This is an optimization exercise on Yosys and OpenROAD, whose aim is small area and a short achievable clock period, not a production implementation. At most, simulation tests tie the RTL to the original design; equivalence was not proved. For run 8, only the layout was checked, not whether the RTL still works. No activity file was given, so power comes from the tool's default toggle rates.

==> design/flow/design.v <==
package wavegen_pkg;
    typedef enum logic [2:0] {
        NOP    = 3'd0,   
        LINE   = 3'd1,   
        INCR   = 3'd2,
        DECR   = 3'd3,
        JUMP   = 3'd4,   
        X_RECT = 3'd5,   
        Y_RECT = 3'd6    
    } opcode_e;
    typedef struct packed {
        opcode_e                op;
        logic [8-1:0] a;
        logic [8-1:0] b;
    } instr_t;
    typedef enum logic [2:0] {
        FETCH,
        P0,
        P1,
        P2,
        P3
    } phase_e;
    typedef enum logic [1:0] {
        HOLD,
        UP,
        DOWN
    } step_e;
endpackage
module program_regs
(
    input  logic                    clk,
    input  logic                    reset,
    input  logic                    wb_cyc,
    input  logic                    wb_stb,
    input  logic                    wb_we,
    input  logic [5-1:0] wb_adr,
    input  logic [32-1:0] wb_dat_w,
    output logic [32-1:0] wb_dat_r,
    output logic                    wb_ack,
    output logic                    run,
    output logic [18:0]             x_instr,
    input  logic [8-1:0] x_sel,
    output logic [18:0]             y_instr,
    input  logic [8-1:0] y_sel
);
    localparam int INSTR_W = 3 + 2 * 8;   
    localparam int DEPTH   = 8;
    logic [INSTR_W-1:0] x_mem [0:DEPTH-1];
    logic [INSTR_W-1:0] y_mem [0:DEPTH-1];
    logic               accept;
    logic               wr;
    logic               ctrl_hit;
    logic [DEPTH-1:0]   idx_hit;     
    logic [DEPTH-1:0]   x_hit, y_hit;
    logic [INSTR_W-1:0] wdata;
    logic [INSTR_W-1:0] rd_data;
    assign accept   = wb_cyc && wb_stb && !wb_ack;
    assign wr       = accept && wb_we;
    assign ctrl_hit = (wb_adr == 5'd0);
    always_comb begin
        for (int i = 0; i < DEPTH; i++) begin
            idx_hit[i] = (wb_adr[3-1:0] == i);
            x_hit[i]   = idx_hit[i] && wb_adr[4] && !wb_adr[3];
            y_hit[i]   = idx_hit[i] && wb_adr[4] &&  wb_adr[3];
        end
    end
    assign wdata = reset ? '0 : wb_dat_w[INSTR_W-1:0];
    always_ff @(posedge clk) begin
        for (int i = 0; i < DEPTH; i++) begin
            if (reset || (wr && x_hit[i])) begin
                x_mem[i] <= wdata;
            end
            if (reset || (wr && y_hit[i])) begin
                y_mem[i] <= wdata;
            end
        end
    end
    always_ff @(posedge clk) begin
        if (reset) begin
            run <= 1'b0;
        end else if (wr && ctrl_hit) begin
            run <= wb_dat_w[0];
        end
    end
    always_ff @(posedge clk) begin
        if (reset) begin
            wb_ack <= 1'b0;
        end else begin
            wb_ack <= accept;
        end
    end
    always_comb begin
        rd_data = '0;
        for (int i = 0; i < DEPTH; i++) begin
            rd_data = rd_data | ({INSTR_W{x_hit[i]}} & x_mem[i])
                              | ({INSTR_W{y_hit[i]}} & y_mem[i]);
        end
        rd_data[0] = rd_data[0] | (ctrl_hit & run);
    end
    always_ff @(posedge clk) begin
        wb_dat_r[INSTR_W-1:0] <= rd_data;
    end
    assign wb_dat_r[32-1:INSTR_W] = '0;
    always_comb begin
        x_instr = '0;
        y_instr = '0;
        for (int i = 0; i < DEPTH; i++) begin
            x_instr = x_instr | ({INSTR_W{x_sel[i]}} & x_mem[i]);
            y_instr = y_instr | ({INSTR_W{y_sel[i]}} & y_mem[i]);
        end
    end
endmodule
module wave_sequencer
(
    input  logic                   clk,
    input  logic                   reset,
    input  logic                   run,
    input  logic [18:0]            instr,        
    output logic [8-1:0] fetch_sel,  
    output logic [8-1:0] level
);
    logic                   fetch;
    logic [8-1:0] sel;
    logic                   ramp;
    logic                   up, dn;
    logic                   isrect, isy;
    logic [1:0]             ph;
    logic [7:0]             rem;
    logic [7:0]             ra, rb;
    logic [2:0] op;
    logic [7:0] ia, ib;
    assign op = instr[18:16];
    assign ia = instr[15:8];
    assign ib = instr[7:0];
    assign fetch_sel = sel;
    logic [7:0] lvl_inc, lvl_dec;
    assign lvl_inc = level + 8'd1;
    assign lvl_dec = level - 8'd1;
    logic f;
    assign f = fetch || (ramp && level == rb);
    logic       n_fetch;
    logic       n_ramp;
    logic       n_up, n_dn;
    logic [1:0] n_ph;
    logic [7:0] n_rem;
    logic [7:0] n_level;
    logic       ia_z, ia_le1, ib_z;
    logic [7:0] ib_max1;
    assign ia_z    = (ia == 8'd0);
    assign ia_le1  = (ia[7:1] == 7'd0);
    assign ib_z    = (ib == 8'd0);
    assign ib_max1 = {ib[7:1], ib[0] | ib_z};
    logic       last;
    logic [1:0] nph;
    logic [7:0] nlen;
    logic       nlen_z;
    assign last   = (rem[7:2] == 6'd0) && (rem[1:0] == ((ph == 2'd0) ? 2'd2 : 2'd1));
    assign nph    = ph + 2'd1;
    assign nlen   = nph[0] ? rb : ra;
    assign nlen_z = (nlen == 8'd0);
    always_comb begin
        n_fetch = 1'b0;
        n_ramp  = 1'b0;
        n_up    = up;
        n_dn    = dn;
        n_ph    = ph;
        n_rem   = rem - 8'd1;
        n_level = level;
        if (f) begin
            n_up  = 1'b0;
            n_dn  = 1'b0;
            n_ph  = 2'd0;
            n_rem = ia;
            case (op)
                3'd4: begin                          
                    n_level = ia;
                    n_fetch = 1'b1;
                end
                3'd1: begin                          
                    n_level = ia;
                    n_ramp  = 1'b1;
                end
                3'd2: begin                          
                    if (!ia_z) n_level = lvl_inc;
                    n_fetch = ia_le1;
                    n_up    = 1'b1;
                end
                3'd3: begin                          
                    if (!ia_z) n_level = lvl_dec;
                    n_fetch = ia_le1;
                    n_dn    = 1'b1;
                end
                3'd5: begin                          
                    if (!ia_z) n_level = lvl_inc;
                    if (ia_le1) begin
                        n_ph  = 2'd1;                
                        n_rem = ib_max1;
                    end else begin
                        n_up  = 1'b1;
                    end
                end
                3'd6: begin                          
                    if (ia_le1) begin
                        n_ph  = 2'd1;                
                        n_rem = ib_max1;
                        n_up  = !ib_z;
                    end
                end
                default: n_fetch = 1'b1;             
            endcase
        end else if (ramp) begin
            n_ramp  = 1'b1;
            n_level = (rb > level) ? lvl_inc : lvl_dec;
        end else begin
            if (up) n_level = lvl_inc;
            if (dn) n_level = lvl_dec;
            if (last) begin
                if (!isrect || ph == 2'd3) begin
                    n_fetch = 1'b1;
                end else begin
                    n_ph  = nph;
                    n_rem = {nlen[7:1], nlen[0] | nlen_z};
                    n_up  = !nlen_z && isy && (nph == 2'd1);
                    n_dn  = !nlen_z && (isy ? (nph == 2'd3) : (nph == 2'd2));
                end
            end
        end
    end
    always_ff @(posedge clk) begin
        if (reset || !run) begin
            fetch <= 1'b1;
            sel   <= {{(8-1){1'b0}}, 1'b1};
            level <= '0;
        end else begin
            fetch <= n_fetch;
            level <= n_level;
            if (f) sel <= {sel[8-2:0], sel[8-1]};
        end
    end
    always_ff @(posedge clk) begin
        ramp <= n_ramp;
        up   <= n_up;
        dn   <= n_dn;
        ph   <= n_ph;
        rem  <= n_rem;
        if (f) begin
            ra     <= ia;
            rb     <= ib;
            isrect <= (op == 3'd5) || (op == 3'd6);
            isy    <= (op == 3'd6);
        end
    end
endmodule
module wavegen_top (
    input  logic                    clk,
    input  logic                    reset,
    input  logic                    wb_cyc,
    input  logic                    wb_stb,
    input  logic                    wb_we,
    input  logic [5-1:0] wb_adr,
    input  logic [32-1:0] wb_dat_w,
    output logic [32-1:0] wb_dat_r,
    output logic                    wb_ack,
    output logic [8-1:0]  dac_x,
    output logic [8-1:0]  dac_y
);
    logic                      run;
    logic [18:0]               x_instr, y_instr;
    logic [8-1:0] x_sel, y_sel;
    program_regs prog_regs (
        .clk         (clk),
        .reset       (reset),
        .wb_cyc      (wb_cyc),
        .wb_stb      (wb_stb),
        .wb_we       (wb_we),
        .wb_adr      (wb_adr),
        .wb_dat_w    (wb_dat_w),
        .wb_dat_r    (wb_dat_r),
        .wb_ack      (wb_ack),
        .run         (run),
        .x_instr     (x_instr),
        .x_sel       (x_sel),
        .y_instr     (y_instr),
        .y_sel       (y_sel)
    );
    wave_sequencer x_seq (
        .clk       (clk),
        .reset     (reset),
        .run       (run),
        .instr     (x_instr),
        .fetch_sel (x_sel),
        .level     (dac_x)
    );
    wave_sequencer y_seq (
        .clk       (clk),
        .reset     (reset),
        .run       (run),
        .instr     (y_instr),
        .fetch_sel (y_sel),
        .level     (dac_y)
    );
endmodule
==> design/flow/run.sh <==
#!/bin/bash
# synth_recipe.tcl (not shown) runs the flow's synth.tcl, then flattens the netlist and writes it again
# the make line also repeats each setting of config.mk as NAME=value (left out here)
make -C /OpenROAD-flow-scripts/flow DESIGN_CONFIG=/design/flow/config.mk WORK_HOME=/design/flow/orfs CLKGATE_MAP_FILE= SYNTH_SCRIPT=/design/flow/synth_recipe.tcl finish
==> design/flow/config.mk <==
export PLATFORM = sky130hd
export DESIGN_NAME = wavegen_top
export DESIGN_NICKNAME = wavegen_top
export VERILOG_FILES = /design/flow/design.v
export SDC_FILE = /design/flow/constraint.sdc
export NUM_CORES = 4
export LEC_CHECK = 0
export CAP_MARGIN = 20
export CORE_MARGIN = 2
export CORE_UTILIZATION = 40
export SETUP_SLACK_MARGIN = 4.2
export SLEW_MARGIN = 20
==> design/flow/constraint.sdc <==
create_clock -name core_clock -period 7.0 [get_ports {clk}]
set_input_delay 1.4000 -clock core_clock [delete_from_list [all_inputs] [get_ports {clk}]]
set_output_delay 1.4000 -clock core_clock [all_outputs]
set_load 0.01 [all_outputs]
==> results.json, run 1 <==
{
  "fp.dieW_um": 224,
  "grt_pass1_wl_um": 99000,
  "track_usage_pct": 27.1,
  "fin_ws_ps": 4160,
  "drc": 0,
  "ys_seq_area_share_pct": 61.7,
  "synth-simple-area-share_pct": 10.7,
  "worstSkewPairLatency_ps": 590,
  "start_kind": "primary input",
  "place.gp.congestion": 0.868,
  "worst_pin_slew_ps": 1090,
  "path_clk_slew_ps": 60,
  "final_hold_viol_count": 0,
  "place_hpwl_um": 39500,
  "rsz0062_at_grt": "true",
  "firstDrtPassIters": 6,
  "path_max_fanout": 19,
  "maxSlewViolCount": 0,
  "power_mw": 5.99,
  "grt.overflow.total": 0,
  "grt_max_degree": 40,
  "grt_pass1_vias": 14777,
  "slew_headroom_pct": 27.2,
  "cp.required_ps": 7220,
  "drtIter0Drc": 2379,
  "synth_top_area_share_pct": 54.3,
  "synth_top_family_by_area": "compound AO/OA/AOI/OAI gates",
  "yosysWarnings": 5,
  "portBuffers": 64,
  "coreArea_um2": 47700,
  "pre_cts_ws_ps": 2260,
  "synthTopCellsByCount": "350 x edfxtp_1, 200 x a22oi_1, 90 x nand2_1",
  "antenna_left": 0,
  "synth_compound_area_share_pct": 18.5,
  "fin_area_um2": 23700,
  "synth.avg_cell_area_um2": 12.7,
  "fmax_mhz": 352,
  "synth_area_um2": 19300,
  "outcome": "no timing/DRC/antenna violations",
  "end_kind": "register",
  "htree_levels": 2,
  "clock_skew_ps": 20.6,
  "route.detailed.wl_per_inst_um": 29.5,
  "initial_core_util_pct": 40.5,
  "fin_setup_tns_ps": 0,
  "synth-main-ff-cell": "edfxtp_1",
  "async_flop_share_pct": 0,
  "cts_sinks": 421,
  "cts_buffers": 46,
  "setup_viol": 0,
  "cts_tree": "built",
  "worstPathArrival_ps": 3050,
  "post-route-period-util_pct": 40.5,
  "yosysUniqueCellTypes": 77,
  "vias": 15492,
  "synth_edf_count": 350,
  "worstSetupPathType": "primary input to register",
  "maxCapViolations": 0,
  "leakagePower_nw": 8.27,
  "min_period_ps": 2840,
  "synth_area_leaders": "edfxtp_1 54%, a22oi_1 7.8%, dfxtp_1 7.3%",
  "fillers": 3989,
  "nets": 1762,
  "synth.most_common_cell": "edfxtp_1",
  "boundaryPins": 91,
  "hold_class": "register to register",
  "synthXorXnorAreaFrac_pct": 1.09,
  "ir_drop_v": 0.000189,
  "power.density_cell_area_nw_per_um2": 253,
  "placed_cell_area_um2": 20600,
  "drt_wl_total_um": 69100,
  "ys_ff_latch": 421,
  "layout-drive-gt1-share_pct": 19.7,
  "synth.largest_area_cell": "edfxtp_1",
  "vias_per_cell": 6.61,
  "die_h_um": 224,
  "die-area_um2": 50100,
  "antenna_found_initial": 0,
  "cts-root-buf": "clkbuf_16",
  "largest_registers": "prog_regs.x_mem (152), prog_regs.y_mem (152), prog_regs.wb_dat_r (19)",
  "rows": 80,
  "synthCells": 1522,
  "synth_mux_area_share_pct": 1.99,
  "syn2layout_area_growth_pct": 22.4,
  "synth_fa_ha_area_share_pct": 1.81,
  "post-route-util_pct": 49.6,
  "clockBufferDepth": 3
}
## worst max-delay path: stages
cell,delay (ps)
dlygate4sd2_1,320
nand2b_4,190
buf_4,190
nor3_2,180
buf_4,300
a21o_4,450
## routing by layer
| layer | routed length (um) | vias up | track usage (%) |
|---|---|---|---|
| li1 | - | 6445 | - |
| met5 | 0 | - | 0 |
| met2 | 29500 | 1212 | 39.8 |
| met1 | 27200 | 7624 | 37.4 |
| met3 | 9160 | 211 | 7.53 |
| met4 | 3220 | 0 | 11.6 |
## path summary, 6_finish.rpt
path	start	endpoint	slack [ps]	depth (start not counted)
max reg2reg	x_seq.sel[1]	x_seq.level[6]	4220	9
max	wb_adr[1]	prog_regs.y_mem[0][0]	4160	6
min reg2reg	y_seq.sel[0]	y_seq.sel[0]	470	2
min	y_seq.sel[0]	y_seq.sel[0]	470	2
## power breakdown
part	leakage (nW)	switching, mW	total (mW)	internal [mW]
logic	3.53	0.321	0.528	0.207
clock network	0.711	1.02	2.42	1.40
registers	4.03	0.121	3.05	2.93
## cell families after synthesis
family / Yosys count
compound gates: 478
xor+xnor: 24
fa+ha+maj: 28
buf+inv: 147
flops: 421
mux: 38
other cells: 1
simple gates: 385
## stage by stage
| step | std cells | hold WS (ps) |
|---|---|---|
| floorplan | 1534 | 462 |
| global placement | 2133 | 453 |
| detailed placement | 2133 | 456 |
| CTS | 2320 | 472 |
| global route | 2342 | 523 |
| finish | 2343 | 471 |
## layout by cell type (no fill, tap or decap), types with 38 or more instances in the layout
cell type	synthesis	layout
dlygate4sd2_1	0	38
nand2_1	90	87
clkbuf_16	0	48
a22oi_1	200	200
nand4_1	54	54
dfxtp_1	71	53
nor2_1	64	51
buf_4	17	110
edfxtp_1	350	350
a21oi_1	70	70
## repair_timing
item	CTS	global route
endpoints found under the setup margin	415	107
setup buffers	98	21
pin swaps	35	17
resized for setup	101	24
hold buffers	0	0
gates cloned	6	1
## cell type report
| class | instances | area, um2 | share of cell area [%] |
|---|---|---|---|
| Timing Repair Buffer | 214 | 2200 | 9.27 |
| Sequential cell | 421 | 12000 | 50.5 |
| Antenna cell | 1 | 2.50 | 0.0106 |
| Clock buffer | 61 | 1240 | 5.23 |
| Clock inverter | 22 | 234 | 0.988 |
| Multi-Input combinational cell | 971 | 7110 | 30.0 |
| Inverter | 38 | 166 | 0.703 |
| Tap cell | 615 | 769 | 3.25 |
==> run 2, diff against run 1 <==
--- a/design/flow/config.mk
+++ b/design/flow/config.mk
@@ -9,4 +9,4 @@
 export CORE_MARGIN = 2
-export CORE_UTILIZATION = 40
-export SETUP_SLACK_MARGIN = 4.2
+export CORE_UTILIZATION = 55
+export SETUP_SLACK_MARGIN = 4.6
 export SLEW_MARGIN = 20
==> run 2 against run 1 <==
  * Area after synthesis unchanged
  * Maximum frequency increased by 9.3%
  * Synthesized cell count unchanged
  * Combinational power increased by 24%
  * Routed wire length increased by 9.5%
  * Highest routed layer unchanged
  * Flip-flop and latch count unchanged
  * Still clean on timing, DRC and antenna
  * Critical path type is now register to register
==> results.json, run 2 <==
{
  "path_max_fanout": 8,
  "layout-drive-gt1-share_pct": 35.2,
  "cts_tree": "built",
  "route.detailed.wl_per_inst_um": 32.4,
  "synthXorXnorAreaFrac_pct": 1.09,
  "rows": 68,
  "path_clk_slew_ps": 70,
  "worstSkewPairLatency_ps": 580,
  "synthTopCellsByCount": "350 x edfxtp_1, 200 x a22oi_1, 90 x nand2_1",
  "synth_mux_area_share_pct": 1.99,
  "fillers": 2108,
  "grt_pass1_wl_um": 103000,
  "synth_edf_count": 350,
  "synth_top_area_share_pct": 54.3,
  "min_period_ps": 2600,
  "initial_core_util_pct": 55.9,
  "async_flop_share_pct": 0,
  "wl_met2_um": 34400,
  "synth.largest_area_cell": "edfxtp_1",
  "pre_cts_ws_ps": 2000,
  "coreArea_um2": 34600,
  "r2r_start": "y_seq.level[0]",
  "drc": 0,
  "post-route-period-util_pct": 37.1,
  "boundaryPins": 91,
  "synth-main-ff-cell": "edfxtp_1",
  "synth_area_leaders": "edfxtp_1 54%, a22oi_1 7.8%, dfxtp_1 7.3%",
  "setup_viol": 0,
  "drtIter0Drc": 2802,
  "multiInputGateArea_um2": 7700,
  "slew_headroom_pct": 26.0,
  "grt_pass1_vias": 15916,
  "worstSetupPathType": "register to register",
  "vias_per_cell": 7.15,
  "largest_registers": "prog_regs.x_mem (152), prog_regs.y_mem (152), prog_regs.wb_dat_r (19)",
  "ff_latch_area_um2": 12000,
  "final_cell_mix": "350 x edfxtp_1, 198 x buf_4, 180 x a22oi_1",
  "rrSetupSlack_ps": 4400,
  "fin_cells": 2338,
  "end_kind": "register",
  "clockBufferDepth": 3,
  "endpoint": "y_seq.level[5]",
  "htree_levels": 2,
  "die_h_um": 192,
  "place.gp.congestion": 0.879,
  "antenna_found_initial": 0,
  "hold_ws_ps": 490,
  "synth.most_common_cell": "edfxtp_1",
  "wl_met3_um": 9890,
  "fp.dieW_um": 192,
  "start_kind": "register",
  "yosysUniqueCellTypes": 77,
  "reg2reg_depth": 11,
  "n_antenna_cell": 0,
  "final_common_cell": "edfxtp_1",
  "outcome": "no timing/DRC/antenna violations",
  "maxCapViolations": 0,
  "place_hpwl_um": 39000,
  "synth_top_family_by_area": "compound AO/OA/AOI/OAI gates",
  "synth_compound_area_share_pct": 18.5,
  "drt_wl_total_um": 75700,
  "synth.avg_cell_area_um2": 12.7,
  "worstPathArrival_ps": 3030,
  "worstReg2RegEnd": "y_seq.level[5]",
  "ys_seq_area_share_pct": 61.7,
  "cp.required_ps": 7440,
  "grt.overflow.total": 0,
  "antenna_left": 0,
  "synth_fa_ha_area_share_pct": 1.81,
  "final_hold_viol_count": 0,
  "synthCells": 1522,
  "leakagePower_nw": 9.26,
  "nets": 1917,
  "fin_ws_ps": 4400,
  "fmax_mhz": 385,
  "firstDrtPassIters": 8,
  "synth-simple-area-share_pct": 10.7,
  "portBuffers": 64,
  "maxSlewViolCount": 0,
  "hold_class": "register to register",
  "yosysWarnings": 5,
  "track_usage_pct": 39.3,
  "worst_pin_slew_ps": 1110,
  "clock_skew_ps": 26.3,
  "ys_ff_latch": 421,
  "placed_cells": 1974,
  "cts_buffers": 44,
  "ir_drop_v": 0.000242,
  "wl_met1_um": 26600,
  "fin_setup_tns_ps": 0,
  "crit_start": "y_seq.level[0]",
  "grt_max_degree": 49,
  "cts_sinks": 421,
  "post-route-util_pct": 74.4,
  "routed.top_layer": "met4",
  "hold_buffers": 0,
  "die-area_um2": 36700,
  "syn2layout_area_growth_pct": 33.3,
  "rsz0062_at_grt": "true",
  "cts-root-buf": "clkbuf_16",
  "vias": 16721,
  "synth_area_um2": 19300,
  "power.density_cell_area_nw_per_um2": 235
}
==> run 2: cell types whose count changed in the layout (fill, tap and decap cells not counted), moves of 14 or more <==
| cell | previous run | this run |
|---|---|---|
| a22oi_2 | 11 | 31 |
| buf_6 | 3 | 81 |
| a22oi_1 | 200 | 180 |
| a221oi_1 | 36 | 20 |
| buf_4 | 110 | 198 |
| buf_12 | 34 | 49 |
| nor2b_2 | 2 | 19 |
| dlygate4sd2_1 | 38 | 1 |
| dfxtp_4 | 4 | 18 |
| dfxtp_1 | 53 | 39 |
| a221oi_2 | 3 | 19 |
| nor2b_1 | 22 | 5 |
==> run 2: cell families (layout without fill, tap and decap cells) <==
group	after synthesis	count (layout)
AOI/OAI and AO/OA	478	480
DFF	421	421
and+or+nand+nor	385	389
buffers and inverters	147	490
muxes	38	38
adders and majority gates	28	28
xor gates and xnor gates	24	24
other	1	13
==> run 2: critical path, cell delays in order (launching register included) <==
cell      delay, ps
dfxtp_4         360
buf_6           140
ha_1            320
nand4_1         160
buf_4           180
o31a_4          310
buf_12          150
clkinv_8         60
mux2i_4         290
buf_4           170
a21oi_1          60
o32ai_1         270
==> run 2: layer usage <==
| metal | GRT usage (%) | vias up |
|---|---|---|
| met5 | 0 | - |
| met4 | 19.7 | 0 |
| met3 | 9.99 | 364 |
| met2 | 62.1 | 1480 |
| met1 | 50.6 | 8112 |
| li1 | - | 6765 |
==> run 2: per-stage QoR <==
step | power [mW] | area, um2
2_1_floorplan | 3.32 | 19900
3_3_place_gp | 3.52 | 20400
3_5_place_dp | 3.53 | 20400
4_1_cts | 5.95 | 24500
5_1_grt | 6.20 | 25800
6_report | 6.07 | 25800
==> run 2: final cells by class <==
cell class / count / area share (%)
Multi-Input combinational cell: 972 / 29.9
Sequential cell: 421 / 46.6
Tap cell: 455 / 2.21
Clock inverter: 25 / 0.806
Clock buffer: 57 / 4.74
Timing Repair Buffer: 370 / 15.1
Inverter: 38 / 0.679
==> run 2: worst min-delay path by stage <==
stage / startpoint / to / slack [ps] / cells after the start
final: x_seq.sel[7] / x_seq.sel[7] / 490 / 2
after global placement: x_seq.sel[7] / x_seq.sel[7] / 440 / 2
after global routing: x_seq.sel[7] / x_seq.sel[7] / 510 / 2
after floorplan: prog_regs.x_mem[1][0] / prog_regs.wb_dat_r[0] / 460 / 2
after detailed placement: x_seq.sel[7] / x_seq.sel[7] / 460 / 2
after CTS: x_seq.sel[7] / x_seq.sel[7] / 490 / 2
==> run 2: repair_timing <==
| item | in CTS | in global routing |
|---|---|---|
| gates resized for setup | 366 | 144 |
| pin swaps | 79 | 73 |
| buffers inserted | 207 | 64 |
| setup endpoints to repair | 541 | 448 |
| gates cloned | 7 | 4 |
==> run 2: report_power, final <==
group	internal (mW)	switching [mW]
clock network	1.34	1.01
logic	0.286	0.367
registers	2.92	0.134
==> run 3, diff against run 2 <==
--- a/design/flow/config.mk
+++ b/design/flow/config.mk
@@ -10,2 +10,4 @@
 export CORE_UTILIZATION = 55
+export CTS_BUF_LIST = sky130_fd_sc_hd__clkbuf_8
+export CTS_CLUSTER_SIZE = 20
 export SETUP_SLACK_MARGIN = 4.6
==> run 3 against run 2 <==
  * Clock-buffer cell count increased by 26
  * Clock power decreased by 8%
  * Routed wire length decreased by 0.78%
  * Largest cell class unchanged
  * Sequential share of layout area increased by 0.21 points
  * Highest routed layer unchanged
  * Register-to-register slack about the same
  * First-iteration DRC count decreased by 10%
  * Cell count increased by 1.6%
  * Still clean
  * Core utilization decreased by 0.32 points
  * Non-clock buffer count decreased by 11
  * Synthesized cell count unchanged
  * Maximum frequency decreased by 0.36%
==> results.json, run 3 <==
{
  "outcome": "no timing/DRC/antenna violations",
  "synth_mux_area_share_pct": 1.99,
  "fin_setup_tns_ps": 0,
  "pre_cts_ws_ps": 2000,
  "synth_area_um2": 19300,
  "route.detailed.wl_per_inst_um": 31.6,
  "path_clk_slew_ps": 60,
  "hold_class": "register to register",
  "worstPathArrival_ps": 3160,
  "end_kind": "register",
  "cpMaxStageDelayCell": "or4_4",
  "antenna_left": 0,
  "portBuffers": 64,
  "synth.avg_cell_area_um2": 12.7,
  "layout-drive-gt1-share_pct": 35.7,
  "die-area_um2": 36700,
  "boundaryPins": 91,
  "grt.overflow.total": 0,
  "clock_skew_ps": 31.3,
  "final_common_cell": "edfxtp_1",
  "synth_fa_ha_area_share_pct": 1.81,
  "leakagePower_nw": 9.33,
  "setup_viol": 0,
  "synth_top_area_share_pct": 54.3,
  "fp.dieW_um": 192,
  "critPathMaxStageDelay_ps": 460,
  "synthTopCellsByCount": "350 x edfxtp_1, 200 x a22oi_1, 90 x nand2_1",
  "path_max_fanout": 5,
  "synth_edf_count": 350,
  "cts_tree": "built",
  "cp_num_buf_inv": 3,
  "vias": 16634,
  "worstSetupPathType": "register to register",
  "firstDrtPassIters": 8,
  "switching_power_mw": 1.54,
  "hold_ws_ps": 482,
  "place.gp.congestion": 0.879,
  "fin_ws_ps": 4390,
  "fmax_mhz": 384,
  "worstSkewPairLatency_ps": 630,
  "nets": 1933,
  "p_comb_share_pct": 11.1,
  "ys_ff_latch": 421,
  "maxCapViolations": 0,
  "rsz0062_at_grt": "true",
  "min_period_ps": 2610,
  "die_h_um": 192,
  "coreArea_um2": 34600,
  "synthCells": 1522,
  "crit_chain": "buf_6 -> inv_2 -> ha_4 -> nand4_1 -> buf_4 -> o31a_4 -> or4_4 -> o21ai_4 -> nor2_4 -> mux2_4 -> a31oi_1",
  "yosysWarnings": 5,
  "ir_drop_v": 0.000192,
  "syn2layout_area_growth_pct": 32.7,
  "place_hpwl_um": 39000,
  "power.density_cell_area_nw_per_um2": 229,
  "n_antenna_cell": 0,
  "synth_top_family_by_area": "compound AO/OA/AOI/OAI gates",
  "cp.required_ps": 7550,
  "rows": 68,
  "final_cell_mix": "350 x edfxtp_1, 200 x buf_4, 186 x a22oi_1",
  "post-route-period-util_pct": 37.2,
  "power_mw": 5.87,
  "cts_buffers": 71,
  "vias_per_cell": 7.00,
  "final_hold_viol_count": 0,
  "track_usage_pct": 39.2,
  "p_seq_share_pct": 52.0,
  "yosysUniqueCellTypes": 77,
  "synth-main-ff-cell": "edfxtp_1",
  "worst_pin_slew_ps": 1010,
  "async_flop_share_pct": 0,
  "fin_cells": 2376,
  "synth_area_leaders": "edfxtp_1 54%, a22oi_1 7.8%, dfxtp_1 7.3%",
  "drc": 0,
  "slew_headroom_pct": 32.4,
  "synth-simple-area-share_pct": 10.7,
  "cts-root-buf": "clkbuf_8",
  "start_kind": "register",
  "grt_pass1_wl_um": 102000,
  "ys_seq_area_share_pct": 61.7,
  "hold_buffers": 0,
  "antenna_found_initial": 0,
  "placed_cells": 1974,
  "p_sw_share_pct": 26.2,
  "drt_wl_total_um": 75100,
  "clkPwrFrac_pct": 36.8,
  "cp_top_family": "simple AND/OR/NAND/NOR gates",
  "largest_registers": "prog_regs.x_mem (152), prog_regs.y_mem (152), prog_regs.wb_dat_r (19)",
  "grt_pass1_vias": 15879,
  "cts_sinks": 421,
  "synth.largest_area_cell": "edfxtp_1",
  "maxSlewViolCount": 0,
  "initial_core_util_pct": 55.9,
  "drtIter0Drc": 2522,
  "synthXorXnorAreaFrac_pct": 1.09,
  "grt_max_degree": 37,
  "synth_compound_area_share_pct": 18.5,
  "intPower_mw": 4.33,
  "clockBufferDepth": 3,
  "htree_levels": 3,
  "synth.most_common_cell": "edfxtp_1"
}
==> run 3: cell count changes in the layout (fill, tap and decap cells not counted), sizes merged, moves of 6 or more <==
cell    change
clkbuf     +26
inv        +21
buf        -14
clkinv      +6
==> run 3: tightest hold or removal path, delay by kind of cell, from the launching register on <==
family          cells  cell delay (ps)
flops               1              320
simple gates        1               50
compound gates      1               60
==> run 3: area by class of cell <==
type	count	area, um2
Multi-Input combinational cell	972	7750
Sequential cell	421	12000
Clock buffer	83	1140
Timing Repair Buffer	359	3760
Tap cell	455	569
Inverter	38	189
Clock inverter	48	233
Fill cell	2211	8960
==> run 3: routing by layer <==
metal	GRT usage [%]	vias up	routed length (um)
li1	-	6802	-
met3	11.5	343	10000
met5	0	-	0
met2	59.6	1458	33700
met1	49.7	8031	26400
met4	23.2	0	5000
==> run 3: path summary, 6_finish.rpt <==
kind | startpoint | end | slack [ps] | cells after the start
setup / recovery | x_seq.level[6] | x_seq.level[1] | 4390 | 11
hold / removal | x_seq.sel[7] | x_seq.sel[7] | 480 | 2
setup reg to reg | x_seq.level[6] | x_seq.level[1] | 4390 | 11
hold reg to reg | x_seq.sel[7] | x_seq.sel[7] | 480 | 2
==> run 3: power by group through the flow <==
stage | sequential (mW) | clock (mW) | combinational, mW
floorplan | 3.06 | 0 | 0.266
global placement | 3.09 | 0 | 0.433
detailed placement | 3.09 | 0 | 0.438
CTS | 3.04 | 2.16 | 0.561
global route | 3.07 | 2.28 | 0.682
finish | 3.06 | 2.16 | 0.655
==> run 3: cell families (layout without fill, tap and decap cells) <==
logic type               Yosys count  after routing
other                              1             13
flip-flops                       421            421
buffers and inverters            147            528
XOR/XNOR                          24             24
AO/OA/AOI/OAI                    478            480
multiplexers                      38             38
AND/OR/NAND/NOR                  385            389
adder cells (fa/ha/maj)           28             28
==> run 3: what timing repair did <==
item                       in CTS  in global routing
gates resized for setup       366                150
pin swaps                      80                 77
cloned                          6                  6
setup buffers                 189                 70
setup endpoints to repair     517                460
==> run 3: through the flow <==
| step | area, um2 | utilization, % |
|---|---|---|
| detailed placement | 20400 | 59.1 |
| floorplan | 19900 | - |
| CTS | 24300 | 70.3 |
| finish | 25700 | 74.1 |
| global route | 25700 | 74.1 |
| global placement | 20400 | 59.1 |
==> run 4, diff against run 3 <==
--- a/design/flow/config.mk
+++ b/design/flow/config.mk
@@ -10,5 +10,5 @@
 export CORE_UTILIZATION = 55
-export CTS_BUF_LIST = sky130_fd_sc_hd__clkbuf_8
-export CTS_CLUSTER_SIZE = 20
-export SETUP_SLACK_MARGIN = 4.6
+export CTS_CLUSTER_DIAMETER = 250
+export CTS_CLUSTER_SIZE = 25
+export SETUP_SLACK_MARGIN = 4.4
 export SLEW_MARGIN = 20
==> run 4 against run 3 <==
  * Via count shrank 5.5%
  * Critical path depth is 1 lower
  * Global-route usage decreased by 1.4 points
  * Sequential share of layout area grew 4.2 points
  * Flip-flop and latch count is the same
  * Combinational power is 13% lower
  * Area after synthesis unchanged
  * Total power decreased by 15%
  * Critical path type is now primary input to register
  * Highest routed layer unchanged
==> results.json, run 4 <==
{
  "outcome": "no timing/DRC/antenna violations",
  "largest_registers": "prog_regs.x_mem (152), prog_regs.y_mem (152), prog_regs.wb_dat_r (19)",
  "fmax_mhz": 376,
  "crit_chain": "clkdlybuf4s15_2 -> nand2_4 -> or2_4 -> nor2_4 -> buf_12 -> buf_12 -> buf_16 -> a22oi_1 -> and4_1 -> nand4_1",
  "yosysUniqueCellTypes": 77,
  "pre_cts_ws_ps": 2460,
  "rsz0062_at_grt": "true",
  "min_period_ps": 2660,
  "maxSlewViolCount": 0,
  "worstSetupPathType": "primary input to register",
  "initial_core_util_pct": 55.9,
  "fp.dieW_um": 192,
  "vias": 15722,
  "fillers": 2425,
  "synth_edf_count": 350,
  "cpMaxStageDelayCell": "clkdlybuf4s15_2",
  "rows": 68,
  "place.gp.congestion": 0.880,
  "cts_tree": "built",
  "antenna_left": 0,
  "grt_pass1_wl_um": 98900,
  "coreArea_um2": 34600,
  "slew_headroom_pct": 23.9,
  "final_cell_mix": "350 x edfxtp_1, 195 x a22oi_1, 148 x buf_4",
  "die_h_um": 192,
  "die-area_um2": 36700,
  "drtIter0Drc": 2605,
  "cts_sinks": 421,
  "leakagePower_nw": 8.22,
  "setup_viol": 0,
  "globalRouteMet2Util_pct": 58.0,
  "final_common_cell": "edfxtp_1",
  "start_kind": "primary input",
  "route.detailed.wl_per_inst_um": 31.9,
  "synth.most_common_cell": "edfxtp_1",
  "worst_pin_slew_ps": 1140,
  "grtUsageMet1_pct": 50.7,
  "drt_wl_total_um": 70200,
  "synthTopCellsByCount": "350 x edfxtp_1, 200 x a22oi_1, 90 x nand2_1",
  "synth.largest_area_cell": "edfxtp_1",
  "antenna_found_initial": 0,
  "htree_levels": 1,
  "worstSkewPairLatency_ps": 560,
  "grt_pass1_vias": 14909,
  "synth_area_leaders": "edfxtp_1 54%, a22oi_1 7.8%, dfxtp_1 7.3%",
  "path_clk_slew_ps": 110,
  "path_max_fanout": 8,
  "yosysWarnings": 5,
  "clockBufferDepth": 3,
  "nets": 1801,
  "cts-root-buf": "clkbuf_16",
  "track_usage_pct": 37.7,
  "cp_top_family": "simple AND/OR/NAND/NOR gates",
  "cp_num_buf_inv": 4,
  "final_hold_viol_count": 0,
  "n_antenna_cell": 0,
  "synth_top_area_share_pct": 54.3,
  "synth_area_um2": 19300,
  "hold_class": "register to register",
  "place_hpwl_um": 38500,
  "cts_buffers": 20,
  "synth.avg_cell_area_um2": 12.7,
  "fin_ws_ps": 4340,
  "maxCapViolations": 0,
  "worstPathArrival_ps": 3150,
  "synth-main-ff-cell": "edfxtp_1",
  "placed_cells": 1972,
  "power_mw": 4.99,
  "firstDrtPassIters": 9,
  "critPathMaxStageDelay_ps": 340,
  "layout-drive-gt1-share_pct": 23.6,
  "fin_setup_tns_ps": 0,
  "async_flop_share_pct": 0,
  "cp.required_ps": 7490,
  "grt_max_degree": 40,
  "ys_seq_area_share_pct": 61.7,
  "fin_cells": 2200,
  "busiest_layer": "met2",
  "synthCells": 1522,
  "drc": 0,
  "portBuffers": 64,
  "clock_skew_ps": 21.5,
  "ys_ff_latch": 421,
  "vias_per_cell": 7.15,
  "grt_use_met3_pct": 8.32,
  "post-route-period-util_pct": 38.0,
  "ir_drop_v": 0.000174,
  "boundaryPins": 91,
  "syn2layout_area_growth_pct": 21.5,
  "grt.overflow.total": 0,
  "power.density_cell_area_nw_per_um2": 212,
  "end_kind": "register",
  "cpMostUsedCell": "buf_12"
}
-- run 4: cell count changes in the layout (fill, tap and decap cells not counted), moves of 18 or more --
cell	before	now
buf_4	200	148
buf_6	67	25
clkbuf_16	5	23
clkbuf_8	83	0
nor2b_1	5	23
nor2b_2	19	1
-- run 4: what timing repair did --
item,CTS,global route
gates cloned,13,1
pin swaps,54,38
hold buffers,0,0
endpoints found under the setup margin,472,227
buffers inserted,135,43
resized for setup,171,78
-- run 4: path summary, 6_finish.rpt --
| path | to | cells after the start | slack (ps) | from |
|---|---|---|---|---|
| worst min-delay path | prog_regs.wb_ack | 1 | 460 | prog_regs.wb_ack |
| worst min register to register | prog_regs.wb_ack | 1 | 460 | prog_regs.wb_ack |
| worst max register to register | x_seq.level[1] | 8 | 4390 | x_seq.rb[4] |
| worst max-delay path | prog_regs.wb_dat_r[18] | 10 | 4340 | wb_adr[3] |
-- run 4: logic make-up (layout without fill, tap and decap cells) --
logic type	count (synthesis)	in the layout	synth area share [%]
AOI/OAI and AO/OA	478	480	18.5
DFF	421	421	61.7
and+or+nand+nor	385	390	10.7
buffers and inverters	147	351	4.22
muxes	38	38	1.99
adders and majority gates	28	28	1.81
xor gates and xnor gates	24	24	1.09
other	1	13	0.0194
-- run 4: per-stage QoR --
step           hold slack, ps  util (%)  cell area [um2]
4_1_cts                   454      66.1            22900
3_3_place_gp              487      58.9            20400
2_1_floorplan             462         -            19800
3_5_place_dp              486      58.9            20400
5_1_grt                   470      67.9            23500
6_report                  457      67.9            23500
-- run 4: area by class of cell --
class / count / area, um2 / share of cell area [%]
inverters: 38 / 156 / 0.665
well taps: 455 / 569 / 2.42
clock buffers: 36 / 603 / 2.56
repair buffers: 277 / 2870 / 12.2
multi-input cells: 973 / 7320 / 31.1
flip-flops and latches: 421 / 12000 / 51.0
-- run 4: report_power, final --
part	switching, mW	internal, mW
sequential	0.121	2.92
clock	0.786	0.593
combinational	0.339	0.233
total	1.25	3.74
-- run 4: metal layers --
layer	share of wire, %	wire (um)	up-vias
met5	0	0	-
met3	13	9280	233
li1	-	-	6499
met1	37	25900	7748
met2	44	31200	1242
met4	5.4	3780	0
==> run 5, diff against run 4 <==
--- a/design/flow/config.mk
+++ b/design/flow/config.mk
@@ -12,3 +12,4 @@
 export CTS_CLUSTER_SIZE = 25
-export SETUP_SLACK_MARGIN = 4.4
+export SETUP_SLACK_MARGIN = 5.0
 export SLEW_MARGIN = 20
+export TNS_END_PERCENT = 0
==> run 5 against run 4 <==
  * Still clean on timing, DRC and antenna
  * Sequential power about the same
  * Routed wire length increased by 1.8%
  * Final area increased by 0.34%
  * Cell count increased by 0.95%
  * Sequential share of layout area decreased by 0.14 points
  * Via count increased by 0.93%
  * Die area unchanged
  * Total power increased by 0.32%
  * Core utilization increased by 0.23 points
  * Critical path depth unchanged
  * Non-clock buffer count increased by 23
  * Critical path type unchanged
  * Largest power group unchanged
==> results.json, run 5 <==
{
  "intPower_mw": 3.75,
  "final_cell_mix": "350 x edfxtp_1, 192 x a22oi_1, 160 x buf_4",
  "wl_met2_um": 32100,
  "fin_setup_tns_ps": 0,
  "drc": 0,
  "antenna_left": 0,
  "maxCapViolations": 0,
  "min_period_ps": 2600,
  "setup_viol": 0,
  "p_comb_share_pct": 11.6,
  "yosysWarnings": 5,
  "power.density_cell_area_nw_per_um2": 212,
  "nets": 1822,
  "antenna_found_initial": 1,
  "synth.avg_cell_area_um2": 12.7,
  "fin_cells": 2221,
  "synth_area_leaders": "edfxtp_1 54%, a22oi_1 7.8%, dfxtp_1 7.3%",
  "clock_skew_ps": 42.7,
  "end_kind": "register",
  "worstSkewPairLatency_ps": 580,
  "hold_ws_ps": 510,
  "rsz0062_at_grt": "true",
  "path_max_fanout": 10,
  "placed_cells": 1973,
  "grt_pass1_wl_um": 102000,
  "synth_area_um2": 19300,
  "async_flop_share_pct": 0,
  "cts_buffers": 20,
  "path_clk_slew_ps": 100,
  "die_h_um": 192,
  "synth_top_area_share_pct": 54.3,
  "routed.top_layer": "met4",
  "wl_met1_um": 26200,
  "final_hold_viol_count": 0,
  "place.gp.congestion": 0.871,
  "htree_levels": 1,
  "synth.most_common_cell": "edfxtp_1",
  "cp.required_ps": 7480,
  "portBuffers": 64,
  "fmax_mhz": 385,
  "synthTopCellsByCount": "350 x edfxtp_1, 200 x a22oi_1, 90 x nand2_1",
  "hold_buffers": 0,
  "drt_wl_total_um": 71500,
  "yosysUniqueCellTypes": 77,
  "grt.overflow.total": 0,
  "grt_max_degree": 40,
  "boundaryPins": 91,
  "cts-root-buf": "clkbuf_16",
  "synth_edf_count": 350,
  "ys_seq_area_share_pct": 61.7,
  "coreArea_um2": 34600,
  "hold_class": "register to register",
  "initial_core_util_pct": 55.9,
  "ys_ff_latch": 421,
  "final_common_cell": "edfxtp_1",
  "n_antenna_cell": 0,
  "layout-drive-gt1-share_pct": 25.8,
  "cts_sinks": 421,
  "drtIter0Drc": 2592,
  "worstPathArrival_ps": 3080,
  "synthCells": 1522,
  "fillers": 2498,
  "firstDrtPassIters": 6,
  "rows": 68,
  "route.detailed.wl_per_inst_um": 32.2,
  "ir_drop_v": 0.000255,
  "worstSetupPathType": "primary input to register",
  "p_seq_share_pct": 60.7,
  "slew_headroom_pct": 26.5,
  "p_sw_share_pct": 25.0,
  "worst_pin_slew_ps": 1100,
  "leakagePower_nw": 8.35,
  "maxSlewViolCount": 0,
  "outcome": "no timing/DRC/antenna violations",
  "switching_power_mw": 1.25,
  "track_usage_pct": 38.8,
  "wl_met3_um": 9000,
  "fp.dieW_um": 192,
  "cts_tree": "built",
  "place_hpwl_um": 38100,
  "die-area_um2": 36700,
  "synth.largest_area_cell": "edfxtp_1",
  "grt_pass1_vias": 15080,
  "clockBufferDepth": 3,
  "vias_per_cell": 7.14,
  "syn2layout_area_growth_pct": 22.0,
  "vias": 15868,
  "post-route-period-util_pct": 37.1,
  "start_kind": "primary input",
  "clkPwrFrac_pct": 27.6,
  "largest_registers": "prog_regs.x_mem (152), prog_regs.y_mem (152), prog_regs.wb_dat_r (19)",
  "synth-main-ff-cell": "edfxtp_1"
}
-- run 5: cell counts after synthesis --
No cell type changed its count.
-- run 5: final cells by class --
| class | count | area, um2 | area share, % |
|---|---|---|---|
| Clock buffer | 36 | 603 | 2.56 |
| Timing Repair Buffer | 300 | 3010 | 12.8 |
| Multi-Input combinational cell | 971 | 7250 | 30.7 |
| Sequential cell | 421 | 12000 | 50.9 |
| Inverter | 38 | 156 | 0.663 |
| Tap cell | 455 | 569 | 2.41 |
-- run 5: power groups by stage --
stage,registers [mW],clock network [mW],logic (mW)
floorplan,3.06,0,0.261
global placement,3.09,0,0.432
detailed placement,3.09,0,0.436
CTS,3.03,1.37,0.553
global route,3.05,1.46,0.607
finish,3.04,1.38,0.582
-- run 5: timing repair --
item                       in CTS  in global routing
setup buffers                 190                 11
gates resized for setup       317                 16
pin swaps                      68                  8
gates cloned                   11                  0
setup endpoints to repair     769                766
-- run 5: critical path: stages --
cell	delay [ps]
buf_2	110
buf_12	140
clkinvlp_4	100
nand2_4	70
buf_12	140
buf_4	150
nor2_4	530
a22o_1	260
a221oi_1	50
nand4_1	100
-- run 5: path summary, 6_finish.rpt --
| check | start | endpoint | slack [ps] | cells past startpoint |
|---|---|---|---|---|
| setup reg to reg | y_seq.sel[1] | y_seq.level[0] | 4460 | 8 |
| hold reg to reg | prog_regs.x_mem[0][12] | prog_regs.wb_dat_r[12] | 510 | 2 |
| hold / removal | prog_regs.x_mem[0][12] | prog_regs.wb_dat_r[12] | 510 | 2 |
| setup / recovery | wb_adr[0] | prog_regs.wb_dat_r[1] | 4400 | 10 |
-- run 5: through the flow --
stage / area [um2] / setup slack (ps) / total power [mW] / util [%]
finish: 23600 / 4400 / 5.00 / 68.1
CTS: 23400 / 4510 / 4.95 / 67.7
global route: 23600 / 4330 / 5.12 / 68.1
global placement: 20400 / 2520 / 3.52 / 58.9
detailed placement: 20400 / 2510 / 3.52 / 58.9
floorplan: 19700 / 4080 / 3.32 / -
-- run 5: logic make-up (layout without fill, tap and decap cells) --
kind of cell	after synthesis	count (layout)	synth area share (%)
adder cells (fa/ha/maj)	28	28	1.81
XOR/XNOR	24	24	1.09
AND/OR/NAND/NOR	385	389	10.7
other	1	13	0.0194
buffers and inverters	147	374	4.22
AO/OA/AOI/OAI	478	479	18.5
flip-flops	421	421	61.7
multiplexers	38	38	1.99
-- run 5: routing by layer --
metal / global-route usage, % / up-vias
li1: - / 6541
met1: 51.9 / 7788
met2: 60.1 / 1269
met3: 7.67 / 270
met4: 20.6 / 0
met5: 0 / -
==> run 6, diff against run 5 <==
--- a/design/flow/config.mk
+++ b/design/flow/config.mk
@@ -12,3 +12,3 @@
 export CTS_CLUSTER_SIZE = 25
-export SETUP_SLACK_MARGIN = 5.0
+export SETUP_SLACK_MARGIN = 4.6
 export SLEW_MARGIN = 20
==> run 6 against run 5 <==
  * Combinational power down 8.4%
  * Maximum frequency down 2.3%
  * Via count down 2.9%
  * Die area unchanged
  * Sequential power about the same
  * Synthesized cell count unchanged
  * Register-to-register slack worse by 80 ps
  * Clock-buffer cell count unchanged
  * Cell count down 3.0%
==> results.json, run 6 <==
{
  "outcome": "no timing/DRC/antenna violations",
  "initial_core_util_pct": 55.9,
  "clockBufferDepth": 3,
  "p_seq_share_pct": 61.4,
  "drc": 0,
  "die_h_um": 192,
  "fin_ws_ps": 4340,
  "fmax_mhz": 376,
  "route.detailed.wl_per_inst_um": 31.5,
  "worstSetupPathType": "register to output port",
  "yosysUniqueCellTypes": 77,
  "die-area_um2": 36700,
  "p_sw_share_pct": 24.7,
  "cp_num_buf_inv": 1,
  "path_clk_slew_ps": 100,
  "rows": 68,
  "slew_headroom_pct": 30.1,
  "end_kind": "output port",
  "hold_class": "register to register",
  "final_common_cell": "edfxtp_1",
  "yosysWarnings": 5,
  "synth.largest_area_cell": "edfxtp_1",
  "ir_drop_v": 0.000258,
  "maxSlewViolCount": 0,
  "vias": 15400,
  "ff_latch_area_um2": 12000,
  "post-route-period-util_pct": 37.9,
  "cp.required_ps": 5600,
  "start_kind": "register",
  "synth_top_area_share_pct": 54.3,
  "cts_sinks": 421,
  "setup_viol": 0,
  "pre_cts_ws_ps": 2510,
  "antenna_found_initial": 1,
  "fin_setup_tns_ps": 0,
  "nets": 1756,
  "drtIter0Drc": 2517,
  "synth_area_leaders": "edfxtp_1 54%, a22oi_1 7.8%, dfxtp_1 7.3%",
  "post-route-util_pct": 65.8,
  "power_mw": 4.94,
  "cp_top_family": "flip-flops",
  "ys_ff_latch": 421,
  "cts-root-buf": "clkbuf_16",
  "synth.most_common_cell": "edfxtp_1",
  "clock_skew_ps": 41.9,
  "place_hpwl_um": 38100,
  "grt.overflow.total": 0,
  "firstDrtPassIters": 6,
  "grt_max_degree": 51,
  "switching_power_mw": 1.22,
  "fp.dieW_um": 192,
  "layout-drive-gt1-share_pct": 19.6,
  "final_hold_viol_count": 0,
  "largest_registers": "prog_regs.x_mem (152), prog_regs.y_mem (152), prog_regs.wb_dat_r (19)",
  "syn2layout_area_growth_pct": 17.8,
  "critPathMaxStageDelay_ps": 370,
  "synthCells": 1522,
  "crit_chain": "dlygate4sd2_1",
  "cpMaxStageDelayCell": "dfxtp_1",
  "rsz0062_at_grt": "true",
  "synth-main-ff-cell": "edfxtp_1",
  "maxCapViolations": 0,
  "synth_edf_count": 350,
  "worstSkewPairLatency_ps": 580,
  "ys_seq_area_share_pct": 61.7,
  "boundaryPins": 91,
  "grt_pass1_vias": 14339,
  "vias_per_cell": 7.15,
  "portBuffers": 64,
  "cts_tree": "built",
  "htree_levels": 1,
  "cp.depth": 1,
  "synthTopCellsByCount": "350 x edfxtp_1, 200 x a22oi_1, 90 x nand2_1",
  "min_period_ps": 2660,
  "synth_area_um2": 19300,
  "cts_buffers": 20,
  "power.density_cell_area_nw_per_um2": 217,
  "grt_pass1_wl_um": 96100,
  "n_antenna_cell": 0,
  "coreArea_um2": 34600,
  "path_max_fanout": 1,
  "synth.avg_cell_area_um2": 12.7,
  "track_usage_pct": 36.5,
  "intPower_mw": 3.72,
  "antenna_left": 0,
  "multiInputGateArea_um2": 7190,
  "worstPathArrival_ps": 1260,
  "leakagePower_nw": 7.94,
  "fillers": 2600,
  "hold_ws_ps": 456,
  "reg2reg_depth": 8,
  "clkPwrFrac_pct": 27.8,
  "p_comb_share_pct": 10.8,
  "hold_buffers": 0,
  "place.gp.congestion": 0.871,
  "final_cell_mix": "350 x edfxtp_1, 194 x a22oi_1, 128 x buf_4",
  "drt_wl_total_um": 67900,
  "worst_pin_slew_ps": 1050,
  "whs_path_depth": 1,
  "async_flop_share_pct": 0
}
## run 6: worst paths after layout
kind | startpoint | end | slack, ps
hold reg to reg | prog_regs.wb_ack | prog_regs.wb_ack | 460
setup reg to reg | x_seq.sel[0] | x_seq.up | 4380
setup / recovery | prog_regs.wb_dat_r[12] | wb_dat_r[12] | 4340
hold / removal | prog_regs.wb_ack | prog_regs.wb_ack | 460
## run 6: kinds of logic after synthesis
kind of cell    share of synthesized area (%)
buf+inv                                  4.22
flops                                    61.7
compound gates                           18.5
simple gates                             10.7
xor+xnor                                 1.09
mux                                      1.99
fa+ha+maj                                1.81
other cells                            0.0194
## run 6: routing by layer
| metal | global-route usage (%) | wire (um) |
|---|---|---|
| met1 | 50.7 | 25600 |
| met2 | 57.2 | 31000 |
| met3 | 5.60 | 7940 |
| met4 | 16.4 | 3390 |
| met5 | 0 | 13 |
## run 6: final cells by class
cell class | count | share of cell area, %
Inverter | 38 | 0.697
Multi-Input combinational cell | 971 | 31.6
Tap cell | 455 | 2.50
Clock buffer | 36 | 2.65
Timing Repair Buffer | 234 | 9.98
Sequential cell | 421 | 52.6
## run 6: what timing repair did
| item | CTS | global route |
|---|---|---|
| cloned | 6 | 2 |
| pin swaps | 28 | 26 |
| resized for setup | 120 | 49 |
| setup buffers | 81 | 57 |
| endpoints found under the setup margin | 607 | 724 |
## run 6: power by group through the flow
stage	registers (mW)	clock network [mW]	logic, mW
4_1_cts	3.03	1.37	0.477
6_report	3.03	1.37	0.533
3_3_place_gp	3.09	0	0.432
2_1_floorplan	3.06	0	0.261
3_5_place_dp	3.09	0	0.436
5_1_grt	3.05	1.45	0.561
## run 6: metrics by stage
stage	std cells	area [um2]
CTS	2096	22100
global route	2155	22800
global placement	1973	20400
detailed placement	1973	20400
finish	2155	22800
floorplan	1534	19700
==> run 7, diff against run 6 <==
--- a/design/flow/config.mk
+++ b/design/flow/config.mk
@@ -9,3 +9,3 @@
 export CORE_MARGIN = 2
-export CORE_UTILIZATION = 55
+export CORE_UTILIZATION = 65
 export CTS_CLUSTER_DIAMETER = 250
==> run 7 against run 6 <==
  * Core utilization rose by 12 points
  * First-iteration DRC count rose by 34%
  * Worst setup slack got worse by 35 ps
  * Highest routed layer is now met4
==> results.json, run 7 <==
{
  "outcome": "no timing/DRC/antenna violations",
  "worstSkewPairLatency_ps": 570,
  "rows": 63,
  "vias": 15845,
  "drt_wl_total_um": 67000,
  "place_hpwl_um": 37300,
  "synth.avg_cell_area_um2": 12.7,
  "die_h_um": 177,
  "end_kind": "output port",
  "leakagePower_nw": 8.06,
  "syn2layout_area_growth_pct": 18.4,
  "synth-main-ff-cell": "edfxtp_1",
  "worst_pin_slew_ps": 1050,
  "drtIter0Drc": 3372,
  "nets": 1760,
  "final_hold_viol_count": 0,
  "worstSetupPathType": "register to output port",
  "synth_area_leaders": "edfxtp_1 54%, a22oi_1 7.8%, dfxtp_1 7.3%",
  "clockBufferDepth": 3,
  "grt_max_degree": 43,
  "path_clk_slew_ps": 100,
  "fin_setup_tns_ps": 0,
  "coreArea_um2": 29500,
  "hold_buffers": 0,
  "largest_registers": "prog_regs.x_mem (152), prog_regs.y_mem (152), prog_regs.wb_dat_r (19)",
  "rrSetupSlack_ps": 4320,
  "synth_area_um2": 19300,
  "boundaryPins": 91,
  "maxCapViolations": 0,
  "antenna_left": 0,
  "worstReg2RegEnd": "x_seq.level[4]",
  "rsz0062_at_grt": "true",
  "cp.depth": 1,
  "fmax_mhz": 372,
  "async_flop_share_pct": 0,
  "power_mw": 4.97,
  "yosysUniqueCellTypes": 77,
  "initial_core_util_pct": 65.6,
  "maxSlewViolCount": 0,
  "layout-drive-gt1-share_pct": 19.4,
  "firstDrtPassIters": 9,
  "route.detailed.wl_per_inst_um": 31.9,
  "synth_edf_count": 350,
  "grt_pass1_vias": 14691,
  "hold_ws_ps": 507,
  "grt.overflow.total": 0,
  "cts_tree": "built",
  "crit_chain": "dlygate4sd2_1",
  "min_period_ps": 2690,
  "cts_sinks": 421,
  "htree_levels": 1,
  "portBuffers": 64,
  "yosysWarnings": 5,
  "clock_skew_ps": 24.7,
  "synth_top_area_share_pct": 54.3,
  "ys_ff_latch": 421,
  "path_max_fanout": 1,
  "power.density_cell_area_nw_per_um2": 217,
  "cp_num_buf_inv": 1,
  "setup_viol": 0,
  "post-route-util_pct": 77.7,
  "worstHoldStart": "prog_regs.wb_ack",
  "slew_headroom_pct": 29.7,
  "antenna_found_initial": 1,
  "ys_seq_area_share_pct": 61.7,
  "cts-root-buf": "clkbuf_16",
  "ir_drop_v": 0.000281,
  "cts_buffers": 20,
  "cp.required_ps": 5600,
  "synthCells": 1522,
  "final_common_cell": "edfxtp_1",
  "die-area_um2": 31200,
  "crit_start": "prog_regs.wb_dat_r[0]",
  "critPathMaxStageDelay_ps": 430,
  "synthTopCellsByCount": "350 x edfxtp_1, 200 x a22oi_1, 90 x nand2_1",
  "synth.most_common_cell": "edfxtp_1",
  "place.gp.congestion": 0.904,
  "endpoint": "wb_dat_r[0]",
  "cpMaxStageDelayCell": "dfxtp_1",
  "drc": 0,
  "track_usage_pct": 41.5,
  "reg2reg_depth": 8,
  "final_cell_mix": "350 x edfxtp_1, 199 x a22oi_1, 120 x buf_4",
  "hold_class": "register to register",
  "grt_pass1_wl_um": 93600,
  "fp.dieW_um": 177,
  "start_kind": "register",
  "r2r_start": "x_seq.sel[0]",
  "vias_per_cell": 7.56,
  "post-route-period-util_pct": 38.4,
  "cp_top_family": "flip-flops",
  "synth.largest_area_cell": "edfxtp_1",
  "worstPathArrival_ps": 1290
}
run 7: cell families (layout without fill, tap and decap cells):
group,after synthesis,in the layout,synth area share (%)
and+or+nand+nor,385,386,10.7
muxes,38,38,1.99
xor gates and xnor gates,24,24,1.09
adders and majority gates,28,28,1.81
buffers and inverters,147,315,4.22
DFF,421,421,61.7
other,1,15,0.0194
AOI/OAI and AO/OA,478,479,18.5
run 7: report_power, final:
group	leakage [nW]	switching [mW]	internal, mW
Sequential	4.03	0.124	2.92
Combinational	3.74	0.328	0.217
Clock	0.288	0.794	0.593
run 7: timing repair:
action / in CTS / in global routing
endpoints found under the setup margin: 765 / 720
pin swaps: 30 / 34
endpoints found under the hold margin: 0 / 0
gates cloned: 3 / 3
gates resized for setup: 123 / 51
setup buffers: 87 / 56
run 7: worst min-delay path by stage:
| stage | end | slack (ps) | cells after the start |
|---|---|---|---|
| 4_1_cts | prog_regs.wb_ack | 510 | 1 |
| 2_1_floorplan | prog_regs.wb_dat_r[0] | 460 | 2 |
| 3_5_place_dp | prog_regs.wb_dat_r[12] | 490 | 2 |
| 5_1_grt | prog_regs.wb_ack | 540 | 1 |
| 6_report | prog_regs.wb_ack | 510 | 1 |
| 3_3_place_gp | prog_regs.wb_ack | 490 | 1 |
run 7: per-layer routing:
layer | GRT usage, % | vias up | wire, um
met1 | 54.1 | 7556 | 23100
met4 | 22.2 | 0 | 4450
met5 | 0.160 | - | 0
met2 | 63.0 | 1534 | 29300
li1 | - | 6425 | -
met3 | 12.3 | 330 | 10100
run 7: metrics by stage:
stage / std cells / setup WS, ps / cell area (um2)
6_report: 2096 / 4310 / 22900
5_1_grt: 2094 / 4270 / 22900
4_1_cts: 2035 / 4230 / 22100
3_5_place_dp: 1909 / 2580 / 20300
3_3_place_gp: 1909 / 2590 / 20300
2_1_floorplan: 1534 / 4080 / 19700
run 7: area by class of cell:
class | instances | area, um2
well taps | 390 | 488
fillers | 1794 | 6580
clock buffers | 36 | 603
multi-input cells | 968 | 7140
inverters | 38 | 163
repair buffers | 241 | 2510
flip-flops and latches | 421 | 12000
diodes | 2 | 5.00
==> run 8, diff against run 7 <==
--- a/design/flow/design.v
+++ b/design/flow/design.v
@@ -139,3 +139,3 @@
     logic f;
-    assign f = fetch || (ramp && level == rb);
+    assign f = fetch;
     logic       n_fetch;
@@ -180,3 +180,6 @@
                     n_level = ia;
+                    n_fetch = (ia == ib);
                     n_ramp  = 1'b1;
+                    n_up    = (ib > ia);
+                    n_dn    = !(ib > ia);
                 end
@@ -212,3 +215,4 @@
             n_ramp  = 1'b1;
-            n_level = (rb > level) ? lvl_inc : lvl_dec;
+            n_level = up ? lvl_inc : lvl_dec;
+            n_fetch = up ? (lvl_inc == rb) : (lvl_dec == rb);
         end else begin
--- a/design/flow/config.mk
+++ b/design/flow/config.mk
@@ -9,3 +9,3 @@
 export CORE_MARGIN = 2
-export CORE_UTILIZATION = 65
+export CORE_UTILIZATION = 55
 export CTS_CLUSTER_DIAMETER = 250
@@ -14,2 +14 @@
 export SLEW_MARGIN = 20
-export TNS_END_PERCENT = 0
==> run 8 against run 7 <==
  * Maximum frequency down 3.9%
  * Core utilization down 1.9 points
  * Highest routed layer unchanged
  * Largest cell class unchanged
  * Clock-buffer cell count unchanged
  * First-iteration DRC count down 2.2%
  * Register-to-register slack worse by 120 ps
  * Critical path depth up 10
==> results.json, run 8 <==
{
  "start_kind": "register",
  "vias": 17418,
  "yosysUniqueCellTypes": 79,
  "worstPathArrival_ps": 3110,
  "post-route-period-util_pct": 40.0,
  "drt_wl_total_um": 83900,
  "grt_pass1_wl_um": 111000,
  "die_h_um": 194,
  "cp.required_ps": 7310,
  "leakagePower_nw": 9.74,
  "async_flop_share_pct": 0,
  "coreArea_um2": 35600,
  "fillers": 2145,
  "drtIter0Drc": 3298,
  "synth_top_area_share_pct": 52.9,
  "end_kind": "register",
  "syn2layout_area_growth_pct": 35.6,
  "rsz0062_at_grt": "true",
  "worst_pin_slew_ps": 1030,
  "cts-root-buf": "clkbuf_16",
  "cts_tree": "built",
  "slew_headroom_pct": 31.3,
  "synth-main-ff-cell": "edfxtp_1",
  "die-area_um2": 37700,
  "place_hpwl_um": 38300,
  "initial_core_util_pct": 55.9,
  "antenna_found_initial": 2,
  "worstReg2RegEnd": "x_seq.up",
  "grt_pass1_vias": 16337,
  "setup_viol": 0,
  "track_usage_pct": 40.6,
  "outcome": "no timing/DRC/antenna violations",
  "boundaryPins": 91,
  "clock_skew_ps": 25.3,
  "synth.avg_cell_area_um2": 12.6,
  "final_common_cell": "edfxtp_1",
  "nets": 1981,
  "drc": 0,
  "synth_edf_count": 350,
  "htree_levels": 1,
  "synthTopCellsByCount": "350 x edfxtp_1, 150 x a22oi_1, 76 x a221oi_1",
  "crit_chain": "clkbuf_16 -> buf_12 -> a22oi_2 -> nand4_1 -> buf_6 -> buf_4 -> nor4_2 -> nand2_1 -> and3_4 -> o31ai_4 -> o31ai_2",
  "portBuffers": 64,
  "cpMaxStageDelayCell": "dfxtp_4",
  "rrSetupSlack_ps": 4200,
  "cts_sinks": 421,
  "ir_drop_v": 0.000197,
  "synth.most_common_cell": "edfxtp_1",
  "grtUsageMet1_pct": 49.9,
  "cp_top_family": "simple AND/OR/NAND/NOR gates",
  "final_cell_mix": "350 x edfxtp_1, 212 x buf_4, 86 x a22oi_1",
  "synth.largest_area_cell": "edfxtp_1",
  "antenna_left": 0,
  "place.gp.congestion": 0.879,
  "fmax_mhz": 357,
  "grt_max_degree": 55,
  "power.density_cell_area_nw_per_um2": 195,
  "crit_start": "x_seq.sel[4]",
  "synth_area_leaders": "edfxtp_1 53%, dfxtp_1 7.1%, a22oi_1 5.7%",
  "firstDrtPassIters": 8,
  "path_clk_slew_ps": 120,
  "reg2reg_depth": 11,
  "grt.overflow.total": 0,
  "worstSetupPathType": "register to register",
  "fp.dieW_um": 194,
  "hold_class": "register to register",
  "yosysWarnings": 5,
  "clockBufferDepth": 3,
  "hold_buffers": 0,
  "fin_setup_tns_ps": 0,
  "critPathMaxStageDelay_ps": 410,
  "min_period_ps": 2800,
  "cts_buffers": 20,
  "endpoint": "x_seq.up",
  "largest_registers": "prog_regs.x_mem (152), prog_regs.y_mem (152), prog_regs.wb_dat_r (19)",
  "r2r_start": "x_seq.sel[4]",
  "ys_seq_area_share_pct": 60.0,
  "layout-drive-gt1-share_pct": 38.3,
  "post-route-util_pct": 75.8,
  "globalRouteMet2Util_pct": 61.6,
  "rows": 69,
  "maxSlewViolCount": 0,
  "busiest_layer": "met2",
  "cp_num_buf_inv": 4,
  "synthCells": 1579,
  "route.detailed.wl_per_inst_um": 35.2,
  "worstSkewPairLatency_ps": 580,
  "grt_use_met3_pct": 12.4,
  "path_max_fanout": 5,
  "cp.depth": 11,
  "final_hold_viol_count": 0,
  "vias_per_cell": 7.31,
  "synth_area_um2": 19900,
  "ys_ff_latch": 421,
  "maxCapViolations": 0
}
-- run 8: cell count changes after synthesis, moves of 16 or more --
cell / delta
nand3_1: -17
a22o_1: +42
buf_6: -17
nand2_1: -29
clkbuf_1: +32
xor2_1: +16
a221oi_1: +37
a21oi_1: -21
a22oi_1: -50
xnor2_1: +21
-- run 8: layer usage --
| metal | wire, um | vias to the layer above |
|---|---|---|
| li1 | - | 6961 |
| met1 | 28200 | 8392 |
| met2 | 36300 | 1597 |
| met3 | 12300 | 468 |
| met4 | 7060 | 0 |
| met5 | 0 | - |
-- run 8: how the worst min path moves through the flow --
stage / startpoint / to / slack [ps] / depth (start not counted)
final: prog_regs.wb_ack / prog_regs.wb_ack / 450 / 1
after global routing: prog_regs.wb_ack / prog_regs.wb_ack / 470 / 1
after CTS: prog_regs.wb_ack / prog_regs.wb_ack / 440 / 1
after detailed placement: prog_regs.wb_ack / prog_regs.wb_ack / 440 / 1
after global placement: prog_regs.wb_ack / prog_regs.wb_ack / 430 / 1
after floorplan: prog_regs.y_mem[6][0] / prog_regs.wb_dat_r[0] / 460 / 2
-- run 8: logic make-up after synthesis --
logic type | share of synthesized area (%)
AOI/OAI and AO/OA | 19.0
buffers and inverters | 3.89
adders and majority gates | 2.01
and+or+nand+nor | 9.48
other | 0.0189
xor gates and xnor gates | 2.69
DFF | 60.0
muxes | 2.88
-- run 8: stage by stage --
step	setup slack [ps]	total power [mW]	std cells	hold slack, ps	instance area (um2)
2_1_floorplan	4260	3.39	1591	461	20500
3_3_place_gp	2540	3.61	2015	429	21100
3_5_place_dp	2450	3.62	2015	439	21100
4_1_cts	4340	5.10	2298	436	25400
5_1_grt	4170	5.38	2382	475	27000
6_report	4200	5.26	2383	455	27000
-- run 8: what timing repair did --
action,in CTS,in global routing
endpoints found under the hold margin,0,0
buffers inserted,226,74
resized for setup,452,169
endpoints found under the setup margin,458,342
gates cloned,21,10
pin swaps,97,87
-- run 8: worst reg2reg max path, delay by kind of cell, from the launching register on --
family	cells	cell delay, ps
and+or+nand+nor	4	920
buffers and inverters	4	670
AOI/OAI and AO/OA	3	520
DFF	1	410
-- run 8: cell type report --
class | count | area (um2) | area share (%)
clock buffer | 36 | 603 | 2.24
multi-input combinational | 1011 | 8750 | 32.4
sequential | 421 | 12100 | 44.7
timing repair inverter | 1 | 16.3 | 0.0603
antenna | 1 | 2.50 | 0.00928
tap | 461 | 577 | 2.14
inverter | 39 | 156 | 0.580
timing repair buffer | 413 | 4800 | 17.8
-- run 8: report_power, final --
| part | total, mW | internal [mW] | switching [mW] |
|---|---|---|---|
| logic | 0.801 | 0.359 | 0.442 |
| clock network | 1.40 | 0.593 | 0.804 |
| registers | 3.06 | 2.91 | 0.149 |
| total | 5.26 | 3.87 | 1.39 |

==> re-timing with driven ports <==
In the flow no input, the clock included, has a driving cell. The finished layouts below were timed again as built, in two steps.
Step 1 sets driving cells, clkbuf_16 on the clock port and buf_2 on the other inputs (assumed; they add their load-dependent delay and slew).
Step 2 also shifts input and output timing later by t, the mid clock arrival at the registers, as if the neighbouring blocks saw the same clock.
Three values: no drivers, after step 1, after step 2; two values: the first two.
run	t, ns	slack for setup (ns)	worst setup path after step 2	worst data-port slew with drivers (ns)
run 1	0.635	4.163 / 4.205 / 3.569	input to register	0.04
run 2	0.622	4.404 / 4.403 / 3.838	input to register	0.08
run 3	0.671	4.395 / 4.375 / 3.802	input to register	0.08
run 4	0.603	4.340 / 4.361 / 3.765	input to register	0.05
run 5	0.612	4.405 / 4.358 / 3.830	input to register	0.06
run 6	0.610	4.344 / 4.290 / 3.773	input to register	0.06
run 7	0.611	4.309 / 4.259 / 3.729	input to register	0.07
run 8	0.625	4.201 / 4.201 / 3.844	input to register	0.06
After both steps every run listed still meets setup and hold. The setup slack of run 1, which loses most, moves by +0.042 ns with the drivers and by -0.594 ns with both steps.
